This is an optimization exercise on Yosys and OpenROAD, whose aim is small area, a short achievable clock period and few clock cycles per item, not a production implementation. In this exercise RTL edits were held to simulation tests only and were not proved equivalent to the original.

Design lfo_wave_generator, start of the top module:
module lfo_wave_generator #(
  parameter int MAX_PERIOD = lfo_pkg::MaxPeriodDef,
  parameter int LEVEL_BITS = lfo_pkg::LevelBitsDef
) (
  input  logic                        clk_i,
  input  logic                        rst_ni,
  input  logic                        cfg_we_i,
  input  logic [0:0]                  cfg_idx_i,
  input  logic [12:0]                 cfg_data_i,
  input  logic                        in_valid_i,
  output logic                        in_ready_o,
  input  logic                        restart_i,
  output logic                        out_valid_o,
  input  logic                        out_ready_i,
  output logic [LEVEL_BITS-1:0]       level_o,
  output logic [$clog2(MAX_PERIOD)-1:0] position_o
);
Size: ~620 flip-flops, about 50 I/O pins.
Settings: LEC_CHECK=0, CAP_MARGIN=20, CORE_MARGIN=2, CORE_UTILIZATION=40, SETUP_SLACK_MARGIN=5, SLEW_MARGIN=20; clock period 11.0 ns.
run.sh (not shown) runs the stock make flow with config.mk's settings and CLKGATE_MAP_FILE= SYNTH_SCRIPT=/design/flow/synth_recipe.tcl, a recipe that flattens the netlist after the stock synthesis.
The baseline completed without violations.
Testbench counts at the start, summed over its fixed seeds: cycles 2,901, items 1,818.
Next try:
--- a/flow/design.v
+++ b/flow/design.v
@@ -1437,19 +1437,18 @@
   logic        rs_eff;
   assign pos_ge  = {1'b0, pos_q} >= per_q;
   assign pos_p1  = {1'b0, pos_q} + 13'd1;
   assign nx_pos  = (pos_p1 >= per_q) ? 12'd0 : pos_p1[11:0];
   assign nx_zero = (per_q == 13'd1) ? 12'd0 : 12'd1;
   assign rs_eff  = restart_i | pos_ge;
   assign tick_i  = rs_eff ? 12'd0 : pos_q;
-  logic        tv_q, sv_q;
-  logic [11:0] si_q;
+  logic        tv_q;
   logic [11:0] ti_q;
   logic        launch, wsel, wlaunch, start, t_go, adv;
-  assign in_ready_o = !sv_q & !(dirty_q & tv_q);
+  assign in_ready_o = !tv_q | t_go;
   assign take       = in_valid_i & in_ready_o;
   always_ff @(posedge clk_i or negedge rst_ni) begin
     if (!rst_ni) begin
       pos_q   <= '0;
       dirty_q <= 1'b1;
     end else begin
       if (take) pos_q <= rs_eff ? nx_zero : nx_pos;
@@ -1464,39 +1463,39 @@
   logic        md_q;              
   logic [12:0] den_q;             
   logic [14:0] den3_q;
   logic        div_busy_q;
   logic [2:0]  div_cnt_q;
   logic [11:0] hd;
   assign hd = pd_q[12:1];
-  logic [11:0] ci, ch, hmt;
-  logic [12:0] cp, den0;
-  logic [12:0] dhp;
-  logic        ige;
+  logic [11:0] src_i, ci, ht, hmt;
+  logic [12:0] src_p, cp, den0;
+  logic        src_w;
   logic [11:0] remA0, remB0;
   logic [31:0] numA0, numB0;
   always_comb begin
-    cp   = wsel ? cfg_data_i : per_q;
-    ch   = cp[12:1];
-    ige  = {1'b0, pos_q} >= cp;
-    ci   = ige ? 12'd0 : pos_q;
-    dhp  = {1'b0, ch} - {1'b0, pos_q};
-    hmt  = ige ? ch : (dhp[12] ? 12'(pos_q - ch) : dhp[11:0]);
-    if (!wave_q) begin
+    src_p = per_q;
+    src_w = wsel ? 1'b0 : wave_q;
+    src_i = pos_ge ? 12'd0 : pos_q;
+    cp    = wsel ? cfg_data_i : per_q;
+    ci    = ({1'b0, pos_q} >= cp) ? 12'd0 : pos_q;
+    ht    = src_p[12:1];
+    hmt   = (src_i <= ht) ? ht - src_i : src_i - ht;
+    if (!src_w) begin
       remA0 = ci;
-      numA0 = {20'd0, ch};
+      numA0 = {20'd0, cp[12:1]};
       remB0 = 12'd1;
       numB0 = '0;
       den0  = cp;
     end else begin
       remA0 = {1'b0, hmt[11:1]};
-      numA0 = {hmt[0], 4'd0, ch[11:1], 16'd0};
+      numA0 = {hmt[0], 4'd0, ht[11:1], 16'd0};
       remB0 = 12'd0;
       numB0 = {16'h8000, 16'd0};
-      den0  = {1'b0, ch};
+      den0  = {1'b0, ht};
     end
   end
   logic [11:0] remA1, remB1;
   logic [31:0] numA1, numB1;
   lfo_div u_div_a (.rem_i(rem_q), .num_i(acc_q), .den_i(den_q), .den3_i(den3_q),
                    .rem_o(remA1), .num_o(numA1));
   lfo_div u_div_b (.rem_i(rinc_q), .num_i(inc_q), .den_i(den_q), .den3_i(den3_q),
@@ -1528,48 +1527,41 @@
     cin    = tri_up ? !bw : cy;
     sum0   = a_sel + incx;
     sum1   = a_sel + incx + 32'd1;
     acc_n  = cin ? sum1 : sum0;
     if (tri_up) rem_n = bw ? d_sub2[11:0] : d_sub[11:0];
     else rem_n = cy ? d_add[11:0] : s_add[11:0];
   end
-  assign launch  = dirty_q & !sv_q & (!tv_q | t_go);
-  assign wsel    = cfg_we_i & cfg_idx_i[0] & !in_valid_i;
-  assign wlaunch = wsel & (cfg_data_i != 13'd0) & (cfg_data_i <= 13'd4096)
-                   & !sv_q & (!tv_q | t_go);
+  assign launch  = dirty_q & (!tv_q | t_go);
+  assign wsel    = cfg_we_i & cfg_idx_i[0] & !wave_q & !in_valid_i
+                   & (cfg_data_i != 13'd0) & (cfg_data_i <= 13'd4096);
+  assign wlaunch = wsel & (!tv_q | t_go);
   assign start   = launch | wlaunch;
   assign t_go    = tv_q & !div_busy_q & adv;
   always_ff @(posedge clk_i or negedge rst_ni) begin
     if (!rst_ni) begin
       tv_q       <= 1'b0;
-      sv_q       <= 1'b0;
       div_busy_q <= 1'b0;
       div_cnt_q  <= '0;
     end else begin
-      if (!tv_q || t_go) begin
-        tv_q <= sv_q | take;
-        sv_q <= 1'b0;
-      end else if (take) begin
-        sv_q <= 1'b1;
-      end
+      if (!tv_q || t_go) tv_q <= take;
       if (start) begin
         div_busy_q <= 1'b1;
-        div_cnt_q  <= wave_q ? 3'd3 : 3'd7;
+        div_cnt_q  <= src_w ? 3'd3 : 3'd7;
       end else if (div_busy_q) begin
         div_cnt_q <= div_cnt_q - 3'd1;
         if (div_cnt_q == 3'd0) div_busy_q <= 1'b0;
       end
     end
   end
   always_ff @(posedge clk_i) begin
-    if (!tv_q || t_go) ti_q <= sv_q ? si_q : tick_i;
-    else if (take) si_q <= tick_i;
+    if (!tv_q || t_go) ti_q <= tick_i;
     if (start) begin
-      pd_q   <= cp;
-      md_q   <= wave_q;
+      pd_q   <= src_w ? src_p : cp;
+      md_q   <= src_w;
       den_q  <= den0;
       den3_q <= {2'b0, den0} + {1'b0, den0, 1'b0};
       acc_q  <= numA0;
       rem_q  <= remA0;
       inc_q  <= numB0;
       rinc_q <= remB0;
     end else if (div_busy_q) begin
The new run passed the timing, DRC and antenna checks.
Final area came out higher slightly.
Routed wire length goes up slightly.
First-iteration DRC count went up by a quarter to a third.
Critical path depth falls by 9.
Final cell count went up slightly.
Worst hold slack improved by 0.0040 ns.
Utilization came out higher by 0.51 points.
Worst setup slack is worse by 0.44 ns.
Die area went down slightly.
Synthesized cell count increases slightly.
Testbench counts after the change, summed over its fixed seeds: cycles 2,951, items 1,818.

==> re-timing with driven ports <==
No port has a modelled driver above. Below, the same layouts with a new extraction and two added sets of constraints. Step 1 assumes that a clkbuf_16 drives the clock port and a buf_2 every other input. Step 2 adds t to the input delays and takes it off the output delays; t is the mean of the earliest and latest rising clock arrival at the registers after step 1. Input paths then give back, and output paths get back, about the clock's delay inside the block. a / b / c = ideal / step 1 / step 2; a / b = the first two.
run | shift t [ns] | setup slack, ns | hold WS [ns] | latest minus earliest clock arrival (ns)
the first run | 0.797 | 5.124 / 5.124 / 4.436 | 0.419 / 0.419 / 0.419 | 0.031 / 0.031
the second run | 0.803 | 4.687 / 4.597 / 4.446 | 0.423 / 0.423 / 0.423 | 0.051 / 0.050
After both steps setup and hold are still met in every run listed. The setup slack of the first run, which loses most, moves by 0.000 ns with the drivers and by -0.688 ns with both steps.
